What follows belongs to an exercise in optimizing a design on an open flow for small area, a short achievable clock period and few clock cycles; a production flow would make more cautious choices. Only simulation tests tie the RTL to the original design; equivalence was not proved.

`flow/design.v`:
```
package fc_ctrl_pkg;
	typedef enum logic [1:0] {
		PH_IDLE = 2'b00,
		PH_RUN  = 2'b01,
		PH_DONE = 2'b10
	} phase_state_t;
	typedef logic [12-1:0] cnt_t;
	typedef logic [12-1:0] addr_t;
	typedef struct packed {
		addr_t addr;
		logic  ce;      
	} mem_req_t;
endpackage
package fc_data_pkg;
	typedef logic signed [8-1:0] data_t;
	typedef logic signed [32-1:0] acc_t;
	typedef data_t [4-1:0] weight_vec_t;
	typedef acc_t [4-1:0] result_vec_t;
endpackage
`timescale 1ns/1ps
module fc_mac_core (
	input  logic                     clk,
	input  logic                     i_clear,    
	input  logic [3:0]               i_one,      
	input  logic [3:0]               i_two,      
	input  logic [3:0]               i_neg,      
	input  fc_data_pkg::data_t       i_weight,   
	output logic [32-1:0]     o_acc
);
	logic [14:0] acc_lo;
	logic [12:0] acc_hi;
	logic        inc_q;      
	logic        nodec_n_q;  
	logic        mid;        
	logic        mid_q;      
	logic [28:0] pp;       
	logic [28:0] pp_q;
	logic [16:0] lo_sum;
	logic [7:0]  w;
	logic m1, r2, m3, r4, m5, r6, m7, r8, m9, r10, m11, r12, m13, r14, m15, r16, m17, r18, m19, r20, m21, r22, m23, r24, m25, r26, m27, r28, m29, r30, m31, r32, m33, r34, m35, r36, m37, r38, m39, r40, m41, r42, m43, r44, m45, r46, m47, r48, m49, r50, m51, r52, m53, r54, m55, r56, m57, r58, m59, r60, m61, r62, m63, r64, m65, r66, m67, r68, m69, r70, m71, r72, mq73, s74, c75, s76, c77, s78, c79, s80, c81, s82, c83, s84, c85, s86, c87, s88, c89, s90, c91, s92, c93, s94, c95, s96, c97, s98, c99, s100, c101, s102, c103, s104, c105, s106, c107, s108, c109, s110, c111, s112, c113, s114, c115, s116, c117, s118, c119, s120, c121, s122, s123, c124, s125, c126, s127, c128, s129, c130, s131, c132, s133, c134, s135, c136, s137, c138, s139, c140, s141, c142, s143, c144, s145, c146, s147, c148, s149, c150, s151, c152, g153, p154, g155, p156, g157, p158, g159, p160, g161, p162, g163, p164, g165, p166, g167, p168, g169, p170, g171, p172, g173, p174, g175, p176, g177, p178, g179, p180, g181, p182, g183, p184, g185, p186, g187, p188, g189, p190, g191, p192, n193, n194, n195, n196, n197, n198, n199, g200, p201, g202, p203, g204, p205, g206, p207, g208, p209, g210, p211, g212, p213, g214, p215, g216, p217, g218, p219, g220, p221, g222, p223, g224, p225, g226, p227, g228, p229, g230, p231, g232, p233, g234, p235, g236, p237, n238, n239, n240, n241, n242, n243, n244;
	assign w = i_weight;
	assign m1 = i_one[0] & w[0];
	assign r2 = m1 ^ i_neg[0];
	assign m3 = (i_one[0] & w[1]) | (i_two[0] & w[0]);
	assign r4 = m3 ^ i_neg[0];
	assign m5 = (i_one[0] & w[2]) | (i_two[0] & w[1]);
	assign r6 = m5 ^ i_neg[0];
	assign m7 = (i_one[0] & w[3]) | (i_two[0] & w[2]);
	assign r8 = m7 ^ i_neg[0];
	assign m9 = (i_one[0] & w[4]) | (i_two[0] & w[3]);
	assign r10 = m9 ^ i_neg[0];
	assign m11 = (i_one[0] & w[5]) | (i_two[0] & w[4]);
	assign r12 = m11 ^ i_neg[0];
	assign m13 = (i_one[0] & w[6]) | (i_two[0] & w[5]);
	assign r14 = m13 ^ i_neg[0];
	assign m15 = (i_one[0] & w[7]) | (i_two[0] & w[6]);
	assign r16 = m15 ^ i_neg[0];
	assign m17 = (i_one[0] & w[7]) | (i_two[0] & w[7]);
	assign r18 = ~(m17 ^ i_neg[0]);
	assign m19 = i_one[1] & w[0];
	assign r20 = m19 ^ i_neg[1];
	assign m21 = (i_one[1] & w[1]) | (i_two[1] & w[0]);
	assign r22 = m21 ^ i_neg[1];
	assign m23 = (i_one[1] & w[2]) | (i_two[1] & w[1]);
	assign r24 = m23 ^ i_neg[1];
	assign m25 = (i_one[1] & w[3]) | (i_two[1] & w[2]);
	assign r26 = m25 ^ i_neg[1];
	assign m27 = (i_one[1] & w[4]) | (i_two[1] & w[3]);
	assign r28 = m27 ^ i_neg[1];
	assign m29 = (i_one[1] & w[5]) | (i_two[1] & w[4]);
	assign r30 = m29 ^ i_neg[1];
	assign m31 = (i_one[1] & w[6]) | (i_two[1] & w[5]);
	assign r32 = m31 ^ i_neg[1];
	assign m33 = (i_one[1] & w[7]) | (i_two[1] & w[6]);
	assign r34 = m33 ^ i_neg[1];
	assign m35 = (i_one[1] & w[7]) | (i_two[1] & w[7]);
	assign r36 = ~(m35 ^ i_neg[1]);
	assign m37 = i_one[2] & w[0];
	assign r38 = m37 ^ i_neg[2];
	assign m39 = (i_one[2] & w[1]) | (i_two[2] & w[0]);
	assign r40 = m39 ^ i_neg[2];
	assign m41 = (i_one[2] & w[2]) | (i_two[2] & w[1]);
	assign r42 = m41 ^ i_neg[2];
	assign m43 = (i_one[2] & w[3]) | (i_two[2] & w[2]);
	assign r44 = m43 ^ i_neg[2];
	assign m45 = (i_one[2] & w[4]) | (i_two[2] & w[3]);
	assign r46 = m45 ^ i_neg[2];
	assign m47 = (i_one[2] & w[5]) | (i_two[2] & w[4]);
	assign r48 = m47 ^ i_neg[2];
	assign m49 = (i_one[2] & w[6]) | (i_two[2] & w[5]);
	assign r50 = m49 ^ i_neg[2];
	assign m51 = (i_one[2] & w[7]) | (i_two[2] & w[6]);
	assign r52 = m51 ^ i_neg[2];
	assign m53 = (i_one[2] & w[7]) | (i_two[2] & w[7]);
	assign r54 = ~(m53 ^ i_neg[2]);
	assign m55 = i_one[3] & w[0];
	assign r56 = m55 ^ i_neg[3];
	assign m57 = (i_one[3] & w[1]) | (i_two[3] & w[0]);
	assign r58 = m57 ^ i_neg[3];
	assign m59 = (i_one[3] & w[2]) | (i_two[3] & w[1]);
	assign r60 = m59 ^ i_neg[3];
	assign m61 = (i_one[3] & w[3]) | (i_two[3] & w[2]);
	assign r62 = m61 ^ i_neg[3];
	assign m63 = (i_one[3] & w[4]) | (i_two[3] & w[3]);
	assign r64 = m63 ^ i_neg[3];
	assign m65 = (i_one[3] & w[5]) | (i_two[3] & w[4]);
	assign r66 = m65 ^ i_neg[3];
	assign m67 = (i_one[3] & w[6]) | (i_two[3] & w[5]);
	assign r68 = m67 ^ i_neg[3];
	assign m69 = (i_one[3] & w[7]) | (i_two[3] & w[6]);
	assign r70 = m69 ^ i_neg[3];
	assign m71 = (i_one[3] & w[7]) | (i_two[3] & w[7]);
	assign r72 = ~(m71 ^ i_neg[3]);
	assign mq73 = mid_q & ~i_clear;
	assign s74 = r14 ^ r28;
	assign c75 = r14 & r28;
	assign s76 = r16 ^ r30;
	assign c77 = r16 & r30;
	assign s78 = r18 ^ r32 ^ r46;
	assign c79 = (r18 & r32) | (r46 & (r18 ^ r32));
	assign s80 = r60 ^ mq73;
	assign c81 = r60 & mq73;
	assign s82 = r34 ^ r48 ^ r62;
	assign c83 = (r34 & r48) | (r62 & (r34 ^ r48));
	assign s84 = r10 ^ r24;
	assign c85 = r10 & r24;
	assign s86 = r12 ^ r26;
	assign c87 = r12 & r26;
	assign s88 = s74 ^ r42 ^ r56;
	assign c89 = (s74 & r42) | (r56 & (s74 ^ r42));
	assign s90 = c75 ^ s76 ^ r44;
	assign c91 = (c75 & s76) | (r44 & (c75 ^ s76));
	assign s92 = c77 ^ s78 ^ s80;
	assign c93 = (c77 & s78) | (s80 & (c77 ^ s78));
	assign s94 = c79 ^ c81 ^ s82;
	assign c95 = (c79 & c81) | (s82 & (c79 ^ c81));
	assign s96 = c83 ^ r36 ^ r50;
	assign c97 = (c83 & r36) | (r50 & (c83 ^ r36));
	assign s98 = r52 ^ r66;
	assign c99 = r52 & r66;
	assign s100 = r6 ^ r20;
	assign c101 = r6 & r20;
	assign s102 = r8 ^ r22;
	assign c103 = r8 & r22;
	assign s104 = s84 ^ r38 ^ i_neg[2];
	assign c105 = (s84 & r38) | (i_neg[2] & (s84 ^ r38));
	assign s106 = c85 ^ s86 ^ r40;
	assign c107 = (c85 & s86) | (r40 & (c85 ^ s86));
	assign s108 = c87 ^ s88 ^ i_neg[3];
	assign c109 = (c87 & s88) | (i_neg[3] & (c87 ^ s88));
	assign s110 = c89 ^ s90 ^ r58;
	assign c111 = (c89 & s90) | (r58 & (c89 ^ s90));
	assign s112 = ~(c91 ^ s92);
	assign c113 = c91 | s92;
	assign s114 = ~(c93 ^ s94);
	assign c115 = c93 | s94;
	assign s116 = c95 ^ s96 ^ r64;
	assign c117 = (c95 & s96) | (r64 & (c95 ^ s96));
	assign s118 = ~(c97 ^ s98);
	assign c119 = c97 | s98;
	assign s120 = c99 ^ r54 ^ r68;
	assign c121 = (c99 & r54) | (r68 & (c99 ^ r54));
	assign s122 = ~r70;
	assign pp[0] = r2;
	assign pp[1] = i_neg[0];
	assign pp[2] = r4;
	assign pp[3] = s100;
	assign pp[4] = i_neg[1];
	assign pp[5] = c101;
	assign pp[6] = s102;
	assign pp[7] = c103;
	assign pp[8] = s104;
	assign pp[9] = c105;
	assign pp[10] = s106;
	assign pp[11] = c107;
	assign pp[12] = s108;
	assign pp[13] = c109;
	assign pp[14] = s110;
	assign pp[15] = c111;
	assign pp[16] = s112;
	assign pp[17] = c113;
	assign pp[18] = s114;
	assign pp[19] = c115;
	assign pp[20] = s116;
	assign pp[21] = c117;
	assign pp[22] = s118;
	assign pp[23] = c119;
	assign pp[24] = s120;
	assign pp[25] = c121;
	assign pp[26] = s122;
	assign pp[27] = r70;
	assign pp[28] = r72;
	assign s123 = acc_lo[0] ^ pp_q[0];
	assign c124 = acc_lo[0] & pp_q[0];
	assign s125 = acc_lo[1] ^ pp_q[2];
	assign c126 = acc_lo[1] & pp_q[2];
	assign s127 = acc_lo[2] ^ pp_q[3] ^ pp_q[4];
	assign c128 = (acc_lo[2] & pp_q[3]) | (pp_q[4] & (acc_lo[2] ^ pp_q[3]));
	assign s129 = acc_lo[3] ^ pp_q[5] ^ pp_q[6];
	assign c130 = (acc_lo[3] & pp_q[5]) | (pp_q[6] & (acc_lo[3] ^ pp_q[5]));
	assign s131 = acc_lo[4] ^ pp_q[7] ^ pp_q[8];
	assign c132 = (acc_lo[4] & pp_q[7]) | (pp_q[8] & (acc_lo[4] ^ pp_q[7]));
	assign s133 = acc_lo[5] ^ pp_q[9] ^ pp_q[10];
	assign c134 = (acc_lo[5] & pp_q[9]) | (pp_q[10] & (acc_lo[5] ^ pp_q[9]));
	assign s135 = acc_lo[6] ^ pp_q[11] ^ pp_q[12];
	assign c136 = (acc_lo[6] & pp_q[11]) | (pp_q[12] & (acc_lo[6] ^ pp_q[11]));
	assign s137 = acc_lo[7] ^ pp_q[13] ^ pp_q[14];
	assign c138 = (acc_lo[7] & pp_q[13]) | (pp_q[14] & (acc_lo[7] ^ pp_q[13]));
	assign s139 = acc_lo[8] ^ pp_q[15] ^ pp_q[16];
	assign c140 = (acc_lo[8] & pp_q[15]) | (pp_q[16] & (acc_lo[8] ^ pp_q[15]));
	assign s141 = acc_lo[9] ^ pp_q[17] ^ pp_q[18];
	assign c142 = (acc_lo[9] & pp_q[17]) | (pp_q[18] & (acc_lo[9] ^ pp_q[17]));
	assign s143 = acc_lo[10] ^ pp_q[19] ^ pp_q[20];
	assign c144 = (acc_lo[10] & pp_q[19]) | (pp_q[20] & (acc_lo[10] ^ pp_q[19]));
	assign s145 = acc_lo[11] ^ pp_q[21] ^ pp_q[22];
	assign c146 = (acc_lo[11] & pp_q[21]) | (pp_q[22] & (acc_lo[11] ^ pp_q[21]));
	assign s147 = acc_lo[12] ^ pp_q[23] ^ pp_q[24];
	assign c148 = (acc_lo[12] & pp_q[23]) | (pp_q[24] & (acc_lo[12] ^ pp_q[23]));
	assign s149 = acc_lo[13] ^ pp_q[25] ^ pp_q[26];
	assign c150 = (acc_lo[13] & pp_q[25]) | (pp_q[26] & (acc_lo[13] ^ pp_q[25]));
	assign s151 = acc_lo[14] ^ pp_q[27] ^ pp_q[28];
	assign c152 = (acc_lo[14] & pp_q[27]) | (pp_q[28] & (acc_lo[14] ^ pp_q[27]));
	assign g153 = s123 & pp_q[1];
	assign p154 = s123 ^ pp_q[1];
	assign g155 = c124 & s125;
	assign p156 = c124 ^ s125;
	assign g157 = c126 & s127;
	assign p158 = c126 ^ s127;
	assign g159 = c128 & s129;
	assign p160 = c128 ^ s129;
	assign g161 = c130 & s131;
	assign p162 = c130 ^ s131;
	assign g163 = c132 & s133;
	assign p164 = c132 ^ s133;
	assign g165 = c134 & s135;
	assign p166 = c134 ^ s135;
	assign g167 = c136 & s137;
	assign p168 = c136 ^ s137;
	assign g169 = g155 | (p156 & g153);
	assign p170 = p156 & p154;
	assign g171 = g159 | (p160 & g157);
	assign p172 = p160 & p158;
	assign g173 = g163 | (p164 & g161);
	assign p174 = p164 & p162;
	assign g175 = g167 | (p168 & g165);
	assign p176 = p168 & p166;
	assign g177 = g157 | (p158 & g169);
	assign p178 = p158 & p170;
	assign g179 = g171 | (p172 & g169);
	assign p180 = p172 & p170;
	assign g181 = g165 | (p166 & g173);
	assign p182 = p166 & p174;
	assign g183 = g175 | (p176 & g173);
	assign p184 = p176 & p174;
	assign g185 = g161 | (p162 & g179);
	assign p186 = p162 & p180;
	assign g187 = g173 | (p174 & g179);
	assign p188 = p174 & p180;
	assign g189 = g181 | (p182 & g179);
	assign p190 = p182 & p180;
	assign g191 = g183 | (p184 & g179);
	assign p192 = p184 & p180;
	assign n193 = p156 ^ g153;
	assign n194 = p158 ^ g169;
	assign n195 = p160 ^ g177;
	assign n196 = p162 ^ g179;
	assign n197 = p164 ^ g185;
	assign n198 = p166 ^ g187;
	assign n199 = p168 ^ g189;
	assign g200 = c138 & s139;
	assign p201 = c138 ^ s139;
	assign g202 = c140 & s141;
	assign p203 = c140 ^ s141;
	assign g204 = c142 & s143;
	assign p205 = c142 ^ s143;
	assign g206 = c144 & s145;
	assign p207 = c144 ^ s145;
	assign g208 = c146 & s147;
	assign p209 = c146 ^ s147;
	assign g210 = c148 & s149;
	assign p211 = c148 ^ s149;
	assign g212 = c150 & s151;
	assign p213 = c150 ^ s151;
	assign g214 = g202 | (p203 & g200);
	assign p215 = p203 & p201;
	assign g216 = g206 | (p207 & g204);
	assign p217 = p207 & p205;
	assign g218 = g210 | (p211 & g208);
	assign p219 = p211 & p209;
	assign g220 = c152 & g212;
	assign p221 = c152 & p213;
	assign g222 = g204 | (p205 & g214);
	assign p223 = p205 & p215;
	assign g224 = g216 | (p217 & g214);
	assign p225 = p217 & p215;
	assign g226 = g212 | (p213 & g218);
	assign p227 = p213 & p219;
	assign g228 = g220 | (p221 & g218);
	assign p229 = p221 & p219;
	assign g230 = g208 | (p209 & g224);
	assign p231 = p209 & p225;
	assign g232 = g218 | (p219 & g224);
	assign p233 = p219 & p225;
	assign g234 = g226 | (p227 & g224);
	assign p235 = p227 & p225;
	assign g236 = g228 | (p229 & g224);
	assign p237 = p229 & p225;
	assign n238 = p203 ^ g200;
	assign n239 = p205 ^ g214;
	assign n240 = p207 ^ g222;
	assign n241 = p209 ^ g224;
	assign n242 = p211 ^ g230;
	assign n243 = p213 ^ g232;
	assign n244 = c152 ^ g234;
	assign lo_sum[0] = p154;
	assign lo_sum[1] = n193;
	assign lo_sum[2] = n194;
	assign lo_sum[3] = n195;
	assign lo_sum[4] = n196;
	assign lo_sum[5] = n197;
	assign lo_sum[6] = n198;
	assign lo_sum[7] = n199;
	assign lo_sum[8] = p201;
	assign lo_sum[9] = n238;
	assign lo_sum[10] = n239;
	assign lo_sum[11] = n240;
	assign lo_sum[12] = n241;
	assign lo_sum[13] = n242;
	assign lo_sum[14] = n243;
	assign lo_sum[15] = n244;
	assign lo_sum[16] = g236;
	assign mid = g191;
	logic hi_inc, hi_dec;
	logic [12:0] hi_flip;
	assign hi_inc = inc_q;
	assign hi_dec = nodec_n_q & ~inc_q;
	assign hi_flip[0] = hi_inc | hi_dec;
	for (genvar i = 1; i < 13; i++) begin : g_hi
		assign hi_flip[i] = hi_flip[i-1] & (acc_hi[i-1] ^ hi_dec);
	end
	always_ff @(posedge clk) begin
		pp_q <= pp;
	end
	always_ff @(posedge clk) begin
		if (i_clear) begin
			acc_lo  <= '0;
			acc_hi  <= '0;
			inc_q     <= 1'b0;
			nodec_n_q <= 1'b0;
			mid_q   <= 1'b0;
		end else begin
			acc_lo  <= lo_sum[14:0];
			inc_q     <= lo_sum[16];
			nodec_n_q <= ~lo_sum[15];
			mid_q   <= mid;
			acc_hi  <= acc_hi ^ hi_flip;
		end
	end
	assign o_acc = {{(32-28){acc_hi[12]}}, acc_hi, acc_lo};   
endmodule
`timescale 1ns/1ps
module fc_layer_top (
	input  logic                     clk,
	input  logic                     reset_n,
	input  logic                     i_run,       
	input  fc_ctrl_pkg::cnt_t        i_num_cnt,   
	input  fc_data_pkg::data_t       i_node,      
	input  fc_data_pkg::weight_vec_t i_weights,   
	output logic                     o_idle,
	output logic                     o_read,
	output logic                     o_write,
	output logic                     o_done,
	output fc_ctrl_pkg::mem_req_t    o_mem_req,
	output fc_data_pkg::result_vec_t o_results
);
	logic              busy_q;      
	logic              busy_o_q;    
	logic              ce_q;        
	logic              write_q;     
	logic              done_q;
	logic              dv_q;        
	logic              clr_q;       
	logic [5:0]        last_q;      
	fc_ctrl_pkg::cnt_t addr_q;      
	logic              start;
	logic              read_last;
	logic [8:0]                node_x;   
	logic [3:0]                         one, two, neg;
	logic [3:0]                         one_q, two_q, neg_q;
	logic [4*8-1:0] weights_q;
	logic [4*32-1:0]  results_flat;
	assign start     = i_run & ~busy_q;
	assign read_last = ce_q & (addr_q == '0);
	always_ff @(posedge clk or negedge reset_n) begin
		if (!reset_n) begin
			busy_q  <= 1'b0;
			busy_o_q <= 1'b0;
			ce_q    <= 1'b0;
			write_q <= 1'b0;
			done_q  <= 1'b0;
			dv_q    <= 1'b0;
			clr_q   <= 1'b0;
			last_q  <= '0;
		end else begin
			busy_q  <= start | (busy_q & ~done_q);
			busy_o_q <= start | (busy_o_q & ~done_q);
			ce_q    <= start | (ce_q & ~read_last);
			write_q <= start | (write_q & ~last_q[5]);
			done_q  <= last_q[5];
			dv_q    <= ce_q;
			clr_q   <= start;
			last_q  <= {last_q[4:0], read_last};
		end
	end
	always_ff @(posedge clk) begin
		if (!busy_q) begin
			addr_q <= i_num_cnt - fc_ctrl_pkg::cnt_t'(1);
		end else begin
			addr_q <= addr_q - fc_ctrl_pkg::cnt_t'(1);
		end
	end
	assign node_x = {dv_q ? i_node : '0, 1'b0};
	for (genvar i = 0; i < 4; i++) begin : g_booth
		assign one[i] = node_x[2*i] ^ node_x[2*i+1];
		assign two[i] = (node_x[2*i+2] & ~node_x[2*i+1] & ~node_x[2*i]) |
		                (~node_x[2*i+2] & node_x[2*i+1] & node_x[2*i]);
		assign neg[i] = node_x[2*i+2] & ~(node_x[2*i+1] & node_x[2*i]);
	end
	always_ff @(posedge clk) begin
		one_q     <= one;
		two_q     <= two;
		neg_q     <= neg;
		weights_q <= i_weights;
	end
	for (genvar g = 0; g < 4; g++) begin : g_lane
		fc_mac_core u_mac_core (
			.clk      (clk),
			.i_clear  (clr_q),
			.i_one    (one_q),
			.i_two    (two_q),
			.i_neg    (neg_q),
			.i_weight (weights_q[g*8 +: 8]),
			.o_acc    (results_flat[g*32 +: 32])
		);
	end
	assign o_mem_req.addr = addr_q;
	assign o_mem_req.ce   = ce_q;
	assign o_results      = results_flat;
	assign o_idle         = ~busy_o_q;
	assign o_read         = ce_q;
	assign o_write        = write_q;
	assign o_done         = done_q;
endmodule
```
`flow/flow/run.sh`:
```
#!/bin/bash
# Standard layout (standard.sh, unchanged synthesis), with two changes:
# plain buffers on the ports instead of delay buffers, and timing repair
# aiming further below the clock period. The make output goes to make.log in
# the work folder; ORFS keeps each step's own log under orfs/logs/.
set -euo pipefail
cd "$(dirname "$0")/.."
bash standard.sh "BUFFER_PORTS_ARGS=-buffer_cell sky130_fd_sc_hd__buf_2" \
	SETUP_SLACK_MARGIN=5.3 finish > make.log 2>&1
```
`flow/standard.sh`:
```
#!/bin/bash
# synth_recipe.tcl (not shown) runs the flow's synth.tcl, then flattens the netlist and writes it again
# the make line also repeats each setting of config.mk as NAME=value (left out here)
make -C /OpenROAD-flow-scripts/flow DESIGN_CONFIG=/design/flow/config.mk WORK_HOME=/design/flow/orfs CLKGATE_MAP_FILE= SYNTH_SCRIPT=/design/flow/synth_recipe.tcl "${@:-finish}"
```
`flow/config.mk`:
```
export PLATFORM = sky130hd
export DESIGN_NAME = fc_layer_top
export DESIGN_NICKNAME = fc_layer_top
export VERILOG_FILES = /design/flow/design.v
export SDC_FILE = /design/flow/constraint.sdc
export NUM_CORES = 4
export LEC_CHECK = 0
export CAP_MARGIN = 20
export CORE_MARGIN = 2
export CORE_UTILIZATION = 65
export CTS_CLUSTER_DIAMETER = 100
export CTS_CLUSTER_SIZE = 30
export PLACE_DENSITY = 0.8
export SETUP_SLACK_MARGIN = 5.0
export SLEW_MARGIN = 20
```
`flow/constraint.sdc`:
```
create_clock -name core_clock -period 8.0 [get_ports {clk}]
set_input_delay 1.6000 -clock core_clock [delete_from_list [all_inputs] [get_ports {clk}]]
set_output_delay 1.6000 -clock core_clock [all_outputs]
set_load 0.01 [all_outputs]
```
==> results of run 1 <==
through the flow:
stage	setup slack [ns]	utilization [%]
floorplan	5.31	-
global placement	4.61	70.1
detailed placement	4.52	70.1
CTS	5.30	72.2
global route	5.29	72.7
finish	5.32	72.7
area by class of cell:
type | count | area, um^2
clock inverter | 5 | 57.6
inverter | 123 | 469
fill | 1872 | 6910
multi-input combinational | 1056 | 9650
sequential | 303 | 6270
clock buffer | 17 | 383
timing repair buffer | 213 | 1170
tap | 330 | 413
antenna | 2 | 5.00
flip-flops by register name, indices dropped and copies added (netlist names), 4 cells and up:
signal	flops
two_q	4
g_lane.u_mac_core.mid_q	4
addr_q	12
neg_q	4
last_q	6
weights_q	32
g_lane.u_mac_core.inc_q	4
g_lane.u_mac_core.acc_hi	52
g_lane.u_mac_core.acc_lo	60
g_lane.u_mac_core.nodec_n_q	4
g_lane.u_mac_core.pp_q	110
one_q	4
logic make-up after synthesis:
family	count (synthesis)	share of synthesized area [%]
compound gates	248	10.4
buf+inv	237	6.24
simple gates	311	10.0
fa+ha+maj	232	22.8
mux	27	1.72
xor+xnor	238	12.4
flops	303	36.4
cells in the mapped netlist (6+ instances only):
cell type,number
dfxtp_1,290
xnor2_1,193
fa_1,124
inv_1,121
a22oi_1,112
ha_1,108
nor2_1,108
o21ai_0,55
clkbuf_1,52
xor2_1,45
nand2_1,40
nor2b_1,35
nor3_1,32
a21oi_1,30
mux2i_1,19
and2_1,18
buf_4,17
clkbuf_2,17
nor3b_1,15
or3_1,14
dfrtp_1,13
a21o_1,12
buf_2,12
a211oi_1,8
and4_1,8
buf_1,8
buf_6,8
nand2b_1,8
nand3_1,8
o21bai_1,8
nor4_1,6
repair_timing:
item | 4_1_cts | 5_1_grt
resized for setup | 54 | 57
endpoints found under the setup margin | 104 | 75
setup buffers | 1 | 1
worst paths after layout:
| check | end | slack (ns) | depth (start not counted) |
|---|---|---|---|
| max in group asynchronous | clr_q | 6.82 | 1 |
| min in group asynchronous | dv_q | 0.94 | 1 |
| worst max-delay path | o_done | 5.32 | 1 |
| worst min register to register | last_q[1] | 0.36 | 0 |
| worst max register to register | g_lane[3].u_mac_core.pp_q[20] | 5.34 | 7 |
| worst min-delay path | last_q[1] | 0.36 | 0 |
routing by layer:
metal / vias to the layer above / track usage [%]
met3: 66 / 3.79
met2: 350 / 44.6
met1: 5542 / 32.9
li1: 5482 / -
met4: 0 / 8.18
met5: - / 0
worst register-to-register path, cell delays in order, from the launching register on:
cell and delay, ns:
dfxtp_4 0.48, buf_6 0.25, a22oi_1 0.14, xor2_1 0.20, fa_1 0.54, inv_1 0.05, fa_1 0.38, fa_1 0.49
==> qor.yml, run 1 <==
met3_length_mm: 1.88
cp-end-kind: "output port"
grt_usage_pct: 25.6
final_layout_size_suffix_gt1_share_pct: 20.6
slowest_delay_ns: 0.41
overflow: 0
synth_edf_count: 0
ys_warn_count: 2
vias_per_cell: 5.58
syn_area_per_cell_um2: 10.5
cts_buffer_depth: 3
post_drt_wl_per_cell_um: 16.9
max_freq_ghz: 0.374
slew_violations: 0
num_io_pins: 200
slew_headroom_pct: 41.8
vias: 11400
rows: 58
design_area_mm2: 0.0184
synth_top_area_share_pct: 34.5
fin_skew_ns: 0.0294
ant_nets: 0
worstReg2RegStart: "one_q[2]"
critical_path_class: "flop to output port"
top_layer: "met4"
final_common_cell: "dfxtp_1"
place.gp.congestion: 0.843
cts_num_sinks: 303
routed-wl-met2_mm: 17.2
cp_num_buf_inv: 1
ys.flop_type: "dfxtp_1"
cts_buffers: 14
grt_pass1_wl_mm: 55.9
io_buffers: 199
dpl_cell_area_mm2: 0.0178
holdCritPathClass: "flop to flop"
core_area_mm2: 0.0253
netlist_instances: 1596
die_h_um: 165
finalNonFillerCells: 2049
setup_viol: 0
yosysTopAreaCell: "dfxtp_1"
hold_buffers: 0
die_w_um: 165
yosysUniqueCellTypes: 47
drt_iter0_markers: 785
clock_latency_ns: 0.52
wl_met1_mm: 14.5
start_util_pct: 66.5
ys_ff_latch: 303
critical_path_required_ns: 6.40
outcome: "timing/DRC/antenna clean"
crit_path_cell_trace: "buf_2"
cap_violations: 0
slowest_stage: "dfrtp_1"
min_period_ns: 2.68
dp_hpwl_mm: 24.3
ctsRootBufferMaster: "clkbuf_16"
finalHoldViolCount: 0
synth_area_mm2: 0.0168
dp.cells: 2023
wirelength_mm: 34.7
cp_top_family: "flip-flops"
setup-tns-final_ns: 0
hold_slack_ns: 0.364
cts_max_level: 1
mostFrequentLayoutCells: "dfxtp_1, buf_2, xnor2_1"
worstMarginPinSlew_ns: 0.873
nets: 1998
synthesis.nets: 1883
async_reset_ff_share_pct: 4.29
worstPathMaxFanout: 3
cts_tree: "built"
ys_seq_area_share_pct: 36.4
crit_path_start_kind: "flop"
syn2layout_area_growth_pct: 9.44
drc_errors: 0
worstPathArrival_ns: 1.08
antenna_found_initial: 2
dr.pass1.iters: 8
clk_pin_slew_ns: 0.11
rsz0062_at_grt: "false"
grt_pass1_vias: 11500
dieArea_mm2: 0.0272
fin_crit_sh_pct: 33.4
grt_max_degree: 83
synthTopCellsByArea: "dfxtp_1, fa_1, xnor2_1"
worstSetupStartpoint: "done_q"
hp-start: "last_q[0]"
Testbench counts, summed over its fixed seeds: cycles 36,227.
==> inputs of run 2 (changes only) <==
--- a/flow/config.mk
+++ b/flow/config.mk
@@ -7,9 +7,9 @@
 export LEC_CHECK = 0
 export CAP_MARGIN = 20
 export CORE_MARGIN = 2
-export CORE_UTILIZATION = 65
+export CORE_UTILIZATION = 55
 export CTS_CLUSTER_DIAMETER = 100
 export CTS_CLUSTER_SIZE = 30
-export PLACE_DENSITY = 0.8
+export PLACE_DENSITY = 0.7
 export SETUP_SLACK_MARGIN = 5.0
 export SLEW_MARGIN = 20
==> run 2 against run 1 <==
Effect of this change:
- highest routed layer is now met5
- global-route usage is 3.9 points lower
- design area is 0.56% higher
- routed wire length is 0.95% lower
- flip-flop and latch count stayed put
- critical path depth stayed put
- worst hold slack worse by 0.0047 ns
- die area is 18% higher
- core utilization is 12 points lower
- non-clock buffer count is 2 higher
==> qor.yml, run 2 <==
yosysMostFrequentCell: "dfxtp_1"
drc_errors: 0  # unchanged
fin_skew_ns: 0.0126  # -0.0168 ns
worstPathMaxFanout: 4  # +1
grt_pass1_vias: 11100  # -3.7%
place.gp.congestion: 0.827  # -1.9%
grt_pass1_wl_mm: 55.8  # about the same
largest_reg_flops: 110  # unchanged
ys_seq_area_share_pct: 36.4  # unchanged
synth_area_mm2: 0.0168  # unchanged
ctsRootBufferMaster: "clkbuf_16"
rows: 64  # +10%
overflow: 0  # unchanged
grtUsageMet1_pct: 28.9  # -3.9 points
post-route-util_pct: 61.0  # -12 points
gr-usage-met2_pct: 36.8  # -7.8 points
synth_top_area_share_pct: 34.5  # unchanged
grt_max_degree: 68  # -18%
antenna_found_initial: 3  # +1
crit_path_cell_trace: "buf_2"
syn2layout_area_growth_pct: 10.1
critical_path_class: "flop to output port"
drt_iter0_markers: 715  # -8.9%
largest_register: "g_lane.u_mac_core.pp_q"
min_period_ns: 2.67  # -0.00848 ns
rsz0062_at_grt: "true"
clk_pin_slew_ns: 0.11  # about the same
die_w_um: 179  # +8.5%
worstPathArrival_ns: 1.07  # about the same
mostFrequentLayoutCells: "buf_2, xnor2_1, dfxtp_1"
cts_buffer_depth: 3  # unchanged
final_common_cell: "buf_2"
final_layout_size_suffix_gt1_share_pct: 21.3  # +0.72 points
slew_headroom_pct: 39.2  # -2.6 points
dr.pass1.iters: 5  # -3
finalHoldViolCount: 0  # unchanged
vias_per_cell: 5.32  # -4.7%
cts_max_level: 1  # unchanged
crit_path_start_kind: "flop"
ys.flop_type: "dfxtp_1"
dieArea_mm2: 0.0320  # +18%
clock_latency_ns: 0.51  # about the same
cts_buffers: 14  # unchanged
outcome: "timing/DRC/antenna clean"
use_met3_pct: 3.52  # -0.27 points
worstMarginPinSlew_ns: 0.912  # +0.0385 ns
syn_area_per_cell_um2: 10.5  # unchanged
post_drt_wl_per_cell_um: 16.2  # -4.1%
ant_nets: 0  # unchanged
die_h_um: 179  # +8.5%
hold_buffers: 0  # unchanged
slowest_delay_ns: 0.42  # about the same
synth_edf_count: 0  # unchanged
ys_ff_latch: 303  # unchanged
slew_violations: 0  # unchanged
largestRegisters: "g_lane.u_mac_core.pp_q x110, g_lane.u_mac_core.acc_lo x60, g_lane.u_mac_core.acc_hi x52"
holdCritPathClass: "flop to flop"
slowest_stage: "dfrtp_1"
synth.top_cells.by_count: "dfxtp_1, xnor2_1, fa_1, inv_1, a22oi_1"
io_buffers: 199  # unchanged
num_io_pins: 200  # unchanged
max_freq_ghz: 0.375  # +0.32%
cp_num_buf_inv: 1  # unchanged
setup_viol: 0  # unchanged
cap_violations: 0  # unchanged
synthesis.nets: 1883  # unchanged
grt_usage_pct: 21.7  # -3.9 points
wirelength_mm: 34.3  # -0.95%
async_reset_ff_share_pct: 4.29  # unchanged
start_util_pct: 55.5  # -11 points
nets: 2000  # +0.10%
design_area_mm2: 0.0185  # +0.56%
dpl_cell_area_mm2: 0.0178  # +0.51%
synthTopCellsByArea: "dfxtp_1, fa_1, xnor2_1"
netlist_instances: 1596  # unchanged
busiest_layer: "met2"
yosysUniqueCellTypes: 47  # unchanged
yosysTopAreaCell: "dfxtp_1"
cts_tree: "built"
cp-end-kind: "output port"
hold_slack_ns: 0.360  # -0.00467 ns
cts_num_sinks: 303  # unchanged
ys_warn_count: 2  # unchanged
dp_hpwl_mm: 24.4  # +0.31%
fin_crit_sh_pct: 33.3  # -0.11 points
vias: 11300  # -1.6%
critical_path_required_ns: 6.40  # about the same
cp_top_family: "flip-flops"
core_area_mm2: 0.0303  # +20%
setup-tns-final_ns: 0  # unchanged
fillers: 2537  # +36%
-- run 2: cell counts after synthesis --
No cell type changed its count.
-- run 2: stage by stage --
stage          instances  setup slack [ns]
2_1_floorplan       1596              5.31
3_3_place_gp        2090              4.60
3_5_place_dp        2090              4.52
4_1_cts             2115              5.29
5_1_grt             2117              5.27
6_report            2117              5.33
-- run 2: path summary, 6_finish.rpt --
kind,from,to,slack (ns),depth (start not counted)
worst min register to register,last_q[1],last_q[2],0.36,0
worst max register to register,one_q[1],g_lane[2].u_mac_core.pp_q[20],5.44,7
min in group asynchronous,reset_n,busy_o_q,0.95,1
worst min-delay path,last_q[1],last_q[2],0.36,0
max in group asynchronous,reset_n,clr_q,6.80,1
worst max-delay path,ce_q,o_read,5.33,1
-- run 2: what timing repair did --
item,4_1_cts,5_1_grt
resized for setup,56,73
gates cloned,0,0
buffers inserted,2,1
setup endpoints to repair,101,91
-- run 2: final cells by class --
type / instances / area [um^2] / share of cell area [%]
antenna: 1 / 2.50 / 0.0135
tap: 396 / 495 / 2.67
sequential: 303 / 6310 / 34.0
inverter: 123 / 469 / 2.53
clock buffer: 18 / 387 / 2.09
multi-input combinational: 1056 / 9650 / 52.1
clock inverter: 5 / 36.3 / 0.196
timing repair buffer: 215 / 1180 / 6.36
-- run 2: cells by family (layout without fill, tap and decap cells) --
group	Yosys count	count (layout)	synth area share, %
flip-flops	303	303	36.4
multiplexers	27	27	1.72
AND/OR/NAND/NOR	311	311	10.0
AO/OA/AOI/OAI	248	248	10.4
buffers and inverters	237	361	6.24
other	0	1	0
adder cells (fa/ha/maj)	232	232	22.8
XOR/XNOR	238	238	12.4
-- run 2: metal layers --
layer / up-vias / routed length [um]
met3: 45 / 1860
met2: 273 / 16500
li1: 5494 / -
met5: - / 21
met1: 5446 / 15200
met4: 4 / 793
==> inputs of run 3 (changes only) <==
--- a/flow/flow/run.sh
+++ b/flow/flow/run.sh
@@ -6,4 +6,4 @@
 set -euo pipefail
 cd "$(dirname "$0")/.."
 bash standard.sh "BUFFER_PORTS_ARGS=-buffer_cell sky130_fd_sc_hd__buf_2" \
-	SETUP_SLACK_MARGIN=5.3 finish > make.log 2>&1
+	SETUP_SLACK_MARGIN=5.35 finish > make.log 2>&1
==> run 3 against run 2 <==
Effect of this change:
- worst hold slack worse by 0.012 ns
- flip-flop and latch count stayed put
- design area is 4.8% higher
- clock skew is 0.0054 ns higher
- highest routed layer unchanged
- sequential share of layout area is 1.1 points lower
- register-to-register slack hardly changed
==> qor.yml, run 3 <==
largest_reg_flops: 110  # unchanged
drc_errors: 0  # unchanged
grt_pass1_vias: 11400  # +2.8%
largest_register: "g_lane.u_mac_core.pp_q"
rows: 64  # unchanged
post-route-util_pct: 64.0  # +2.9 points
min_period_ns: 2.67  # +0.00267 ns
cp_top_family: "flip-flops"
setup-tns-final_ns: 0  # unchanged
clk_pin_slew_ns: 0.12  # about the same
drt_iter0_markers: 768  # +7.4%
rsz0062_at_grt: "true"
io_buffers: 199  # unchanged
max_freq_ghz: 0.375  # -0.10%
ys_warn_count: 2  # unchanged
yosysMostFrequentCell: "dfxtp_1"
antenna_found_initial: 3  # unchanged
syn2layout_area_growth_pct: 15.3
finalHoldViolCount: 0  # unchanged
met3_length_mm: 1.91  # +2.7%
routed-wl-met2_mm: 17.3  # +4.9%
cts_buffer_depth: 3  # unchanged
num_io_pins: 200  # unchanged
netlist_instances: 1596  # unchanged
grt_usage_pct: 22.1  # +0.37 points
grt_max_degree: 68  # unchanged
fin_skew_ns: 0.0180  # +0.00539 ns
critical_path_required_ns: 6.40  # about the same
holdCritPathClass: "flop to flop"
worstPathArrival_ns: 1.07  # about the same
nets: 2067  # +3.4%
ys.flop_type: "dfxtp_1"
yosysTopAreaCell: "dfxtp_1"
grt_pass1_wl_mm: 57.0  # +2.1%
crit_path_cell_trace: "inv_1 -> buf_2"
cts_num_sinks: 303  # unchanged
synth.top_cells.by_count: "dfxtp_1, xnor2_1, fa_1, inv_1, a22oi_1"
cts_buffers: 14  # unchanged
cts_max_level: 1  # unchanged
place.gp.congestion: 0.829  # +0.23%
vias: 11600  # +3.2%
wirelength_mm: 35.9  # +4.5%
slowest_delay_ns: 0.38  # -0.04 ns
slew_violations: 0  # unchanged
worstPathMaxFanout: 2  # -2
die_w_um: 179  # unchanged
dieArea_mm2: 0.0320  # unchanged
vias_per_cell: 5.32  # about the same
synth_area_mm2: 0.0168  # unchanged
wl_met1_mm: 15.6  # +2.7%
synth_edf_count: 0  # unchanged
outcome: "timing/DRC/antenna clean"
synthesis.nets: 1883  # unchanged
critical_path_class: "flop to output port"
clock_latency_ns: 0.51  # about the same
post_drt_wl_per_cell_um: 16.4  # +1.3%
async_reset_ff_share_pct: 4.29  # unchanged
core_area_mm2: 0.0303  # unchanged
ys_seq_area_share_pct: 36.4  # unchanged
dp_hpwl_mm: 24.6  # +0.80%
synthTopCellsByArea: "dfxtp_1, fa_1, xnor2_1"
mostFrequentLayoutCells: "xnor2_1, dfxtp_1, buf_2"
ys_ff_latch: 303  # unchanged
largestRegisters: "g_lane.u_mac_core.pp_q x110, g_lane.u_mac_core.acc_lo x60, g_lane.u_mac_core.acc_hi x52"
die_h_um: 179  # unchanged
final_layout_size_suffix_gt1_share_pct: 25.9  # +4.6 points
start_util_pct: 55.5  # unchanged
ant_nets: 0  # unchanged
dr.pass1.iters: 5  # unchanged
worstMarginPinSlew_ns: 0.879  # -0.0332 ns
final_common_cell: "xnor2_1"
synth_top_area_share_pct: 34.5  # unchanged
cp-end-kind: "output port"
cp_num_buf_inv: 2  # +1
top_layer: "met5"
cap_violations: 0  # unchanged
ctsRootBufferMaster: "clkbuf_16"
crit_path_start_kind: "flop"
slew_headroom_pct: 41.4  # +2.2 points
cts_tree: "built"
slowest_stage: "dfrtp_1"
setup_viol: 0  # unchanged
yosysUniqueCellTypes: 47  # unchanged
overflow: 0  # unchanged
syn_area_per_cell_um2: 10.5  # unchanged
fin_crit_sh_pct: 33.4  # +0.033 points
run 3: changes by cell type in the layout (fill, tap and decap cells not counted), moves of 2 or more:
cell,before,now
fa_1,124,122
buf_8,2,6
fa_2,0,2
dfxtp_4,19,45
buf_2,199,161
dfxtp_1,191,167
clkinvlp_4,3,1
buf_6,9,39
buf_4,4,74
dfxtp_2,80,78
run 3: worst paths after layout:
kind | endpoint | slack (ns) | cells past startpoint | startpoint
setup / recovery | o_idle | 5.33 | 2 | busy_o_q
hold / removal | last_q[3] | 0.35 | 0 | last_q[2]
setup reg to reg | g_lane[2].u_mac_core.pp_q[20] | 5.44 | 7 | neg_q[3]
hold reg to reg | last_q[3] | 0.35 | 0 | last_q[2]
max in group asynchronous | clr_q | 6.80 | 1 | reset_n
min in group asynchronous | busy_q | 0.94 | 1 | reset_n
run 3: logic make-up after synthesis:
logic type | share of synthesized area, %
simple gates | 10.0
fa+ha+maj | 22.8
xor+xnor | 12.4
compound gates | 10.4
buf+inv | 6.24
flops | 36.4
mux | 1.72
run 3: final cells by class:
class	count	area, um^2
Antenna cell	2	5.00
Clock buffer	18	397
Clock inverter	5	35.0
Fill cell	2477	10900
Inverter	123	474
Multi-Input combinational cell	1056	9670
Sequential cell	303	6400
Tap cell	396	495
Timing Repair Buffer	282	1940
run 3: metrics by stage:
step	instances	cell area [um^2]	setup WS (ns)	hold slack, ns
final	2185	19400	5.33	0.348
after global routing	2185	19400	5.28	0.354
after CTS	2139	18800	5.31	0.351
after detailed placement	2090	17800	4.50	0.336
after global placement	2090	17800	4.58	0.333
after floorplan	1596	16800	5.33	0.329
run 3: what timing repair did:
action | in CTS | in global routing
setup endpoints to repair | 182 | 103
resized for setup | 164 | 66
hold buffers | 0 | 0
buffers inserted | 26 | 44
endpoints found under the hold margin | 0 | 0
run 3: per-layer routing:
metal	up-vias	track usage, %
met5	-	0
met4	2	7.45
met3	49	3.03
met2	310	36.8
met1	5640	29.6
li1	5624	-
==> inputs of run 4 (changes only) <==
==> flow/run.sh (new file) <==
#!/bin/bash
# synth_recipe.tcl (not shown) runs the flow's synth.tcl, then flattens the netlist and writes it again
# the make line also repeats each setting of config.mk as NAME=value (left out here)
make -C /OpenROAD-flow-scripts/flow DESIGN_CONFIG=/design/flow/config.mk WORK_HOME=/design/flow/orfs CLKGATE_MAP_FILE= SYNTH_SCRIPT=/design/flow/synth_recipe.tcl finish
removed: flow/flow/run.sh
removed: flow/standard.sh
==> run 4 against run 3 <==
Effect of this change:
- maximum frequency is 5.5% lower
- flip-flop and latch count stayed put
- core utilization is 0.39 points lower
- worst hold slack better by 0.0086 ns
- non-clock buffer count is 68 lower
==> qor.yml, run 4 <==
cap_violations: 0  # unchanged
async_reset_ff_share_pct: 4.29  # unchanged
ys_seq_area_share_pct: 36.4  # unchanged
cts_max_level: 1  # unchanged
clock_latency_ns: 0.51  # about the same
syn2layout_area_growth_pct: 14.6
fin_crit_sh_pct: 35.3  # +2.0 points
die_w_um: 179  # unchanged
slew_violations: 0  # unchanged
fin_skew_ns: 0.0193  # +0.00129 ns
netlist_instances: 1596  # unchanged
worstPathArrival_ns: 1.23  # +0.16 ns
holdCritPathClass: "flop to flop"
outcome: "timing/DRC/antenna clean"
worstPathMaxFanout: 4  # +2
cp_num_buf_inv: 1  # -1
synth_top_area_share_pct: 34.5  # unchanged
critical_path_required_ns: 6.40  # about the same
final_layout_size_suffix_gt1_share_pct: 8.32  # -18 points
worst_slack_ns: 5.17  # -0.157 ns
fillers: 2505  # +1.1%
dp.cells: 2090  # unchanged
num_io_pins: 200  # unchanged
yosysTopAreaCell: "dfxtp_1"
syn_area_per_cell_um2: 10.5  # unchanged
cts_buffer_depth: 3  # unchanged
dp_hpwl_mm: 24.4  # -0.79%
drc_errors: 0  # unchanged
cts_num_sinks: 303  # unchanged
synth_area_mm2: 0.0168  # unchanged
ys_ff_latch: 303  # unchanged
ant_nets: 0  # unchanged
synthesis.nets: 1883  # unchanged
rows: 64  # unchanged
vias: 11300  # -2.6%
slowest_stage: "dfxtp_1"
final_common_cell: "dfxtp_1"
finalHoldViolCount: 0  # unchanged
cts_tree: "built"
dpl_cell_area_mm2: 0.0188  # +5.5%
wirelength_mm: 34.6  # -3.4%
core_area_mm2: 0.0303  # unchanged
critical_path_class: "flop to output port"
io_buffers: 199  # unchanged
setup-tns-final_ns: 0  # unchanged
largest_register: "g_lane.u_mac_core.pp_q"
grt_max_degree: 66  # -2.9%
yosysUniqueCellTypes: 47  # unchanged
synth_edf_count: 0  # unchanged
slowest_delay_ns: 0.41  # +0.03 ns
cts_buffers: 14  # unchanged
clk_pin_slew_ns: 0.12  # about the same
nets: 1999  # -3.3%
max_freq_ghz: 0.354  # -5.5%
cp_top_family: "flip-flops"
start_util_pct: 55.5  # unchanged
overflow: 0  # unchanged
post-route-util_pct: 63.6  # -0.39 points
dieArea_mm2: 0.0320  # unchanged
crit_path_start_kind: "flop"
drt_iter0_markers: 743  # -3.3%
place.gp.congestion: 0.830  # about the same
ctsRootBufferMaster: "clkbuf_16"
post_drt_wl_per_cell_um: 16.4  # -0.30%
ys_warn_count: 2  # unchanged
design_area_mm2: 0.0193  # -0.61%
rsz0062_at_grt: "false"
largest_reg_flops: 110  # unchanged
vias_per_cell: 5.35  # +0.60%
die_h_um: 179  # unchanged
grt_usage_pct: 21.8  # -0.26 points
ys.flop_type: "dfxtp_1"
setup_viol: 0  # unchanged
finalNonFillerCells: 2116  # -3.2%
mostFrequentLayoutCells: "dfxtp_1, xnor2_1, dlygate4sd2_1"
antenna_found_initial: 5  # +2
cp-end-kind: "output port"
worstMarginPinSlew_ns: 0.908  # +0.0294 ns
slew_headroom_pct: 39.5  # -2.0 points
synthTopCellsByArea: "dfxtp_1, fa_1, xnor2_1"
largestRegisters: "g_lane.u_mac_core.pp_q x110, g_lane.u_mac_core.acc_lo x60, g_lane.u_mac_core.acc_hi x52"
yosysMostFrequentCell: "dfxtp_1"
grt_pass1_wl_mm: 56.2  # -1.4%
crit_path_cell_trace: "dlygate4sd2_1"
synth.top_cells.by_count: "dfxtp_1, xnor2_1, fa_1, inv_1, a22oi_1"
grt_pass1_vias: 11200  # -1.3%
hold_buffers: 0  # unchanged
pre_cts_slack_ns: 4.44  # -0.0592 ns
min_period_ns: 2.83  # +0.157 ns
dr.pass1.iters: 6  # +1
[run 4: layout make-up]
| class | instances | area, um^2 | share of cell area (%) |
|---|---|---|---|
| clock inverters | 3 | 55.1 | 0.285 |
| repair buffers | 214 | 1940 | 10.1 |
| well taps | 396 | 495 | 2.57 |
| inverters | 123 | 467 | 2.42 |
| clock buffers | 19 | 412 | 2.13 |
| diodes | 2 | 5.00 | 0.0259 |
| flip-flops and latches | 303 | 6270 | 32.5 |
| multi-input cells | 1056 | 9650 | 50.0 |
[run 4: worst paths after layout]
check	startpoint	end	slack (ns)	depth (start not counted)
setup / recovery	addr_q[9]	o_mem_req[10]	5.17	1
hold / removal	last_q[2]	last_q[3]	0.36	0
setup reg to reg	neg_q[3]	g_lane[2].u_mac_core.pp_q[20]	5.18	7
hold reg to reg	last_q[2]	last_q[3]	0.36	0
max in group asynchronous	reset_n	clr_q	6.14	1
min in group asynchronous	reset_n	busy_q	1.44	1
[run 4: per-stage QoR]
stage | hold WS (ns)
2_1_floorplan | 0.329
3_3_place_gp | 0.332
3_5_place_dp | 0.336
4_1_cts | 0.354
5_1_grt | 0.370
6_report | 0.356
[run 4: timing repair]
item / in CTS / in global routing
gates resized for setup: 237 / 0
setup buffers: 1 / 1
setup endpoints to repair: 171 / 3
[run 4: metal layers]
layer	GRT usage (%)	wire length, um	vias up
met5	0	41	-
met2	37.3	16800	287
met3	3.12	1770	58
met4	6.37	1010	6
li1	-	-	5502
met1	28.8	15000	5473
[run 4: logic make-up after synthesis]
group / after synthesis / share of synthesized area (%)
adders and majority gates: 232 / 22.8
DFF: 303 / 36.4
muxes: 27 / 1.72
buffers and inverters: 237 / 6.24
xor gates and xnor gates: 238 / 12.4
and+or+nand+nor: 311 / 10.0
AOI/OAI and AO/OA: 248 / 10.4

[afterwards: timing with drivers on the ports]
How much do the figures lean on ideal ports? The routed layouts below were timed once more, with nothing changed but the port constraints. Step 1 (the two cells are an assumption about what drives the block):
set clk [get_ports {clk}]
set_driving_cell -lib_cell sky130_fd_sc_hd__clkbuf_16 $clk
set_driving_cell -lib_cell sky130_fd_sc_hd__buf_2 [delete_from_list [all_inputs] $clk]
Step 2 also shifts input and output timing later by t, the mid clock arrival at the registers, as if the neighbouring blocks saw the same clock. Slacks: no drivers / after step 1 / after step 2; pairs: no drivers / after step 1.
run	t, ns	setup slack, ns	hold slack, ns	latest minus earliest clock arrival (ns)	worst data-port slew with drivers (ns)
run 1	0.553	5.324 / 5.274 / 5.045	0.364 / 0.364 / 0.364	0.031 / 0.032	0.07
run 2	0.556	5.333 / 5.280 / 5.051	0.360 / 0.360 / 0.360	0.014 / 0.014	0.06
run 3	0.552	5.330 / 5.279 / 5.095	0.348 / 0.348 / 0.348	0.024 / 0.024	0.07
run 4	0.554	5.174 / 5.122 / 4.715	0.356 / 0.356 / 0.356	0.025 / 0.025	0.08
After both steps setup and hold are still met in every run listed. The setup slack of run 4, which loses most, moves by -0.052 ns with the drivers and by -0.459 ns with both steps.
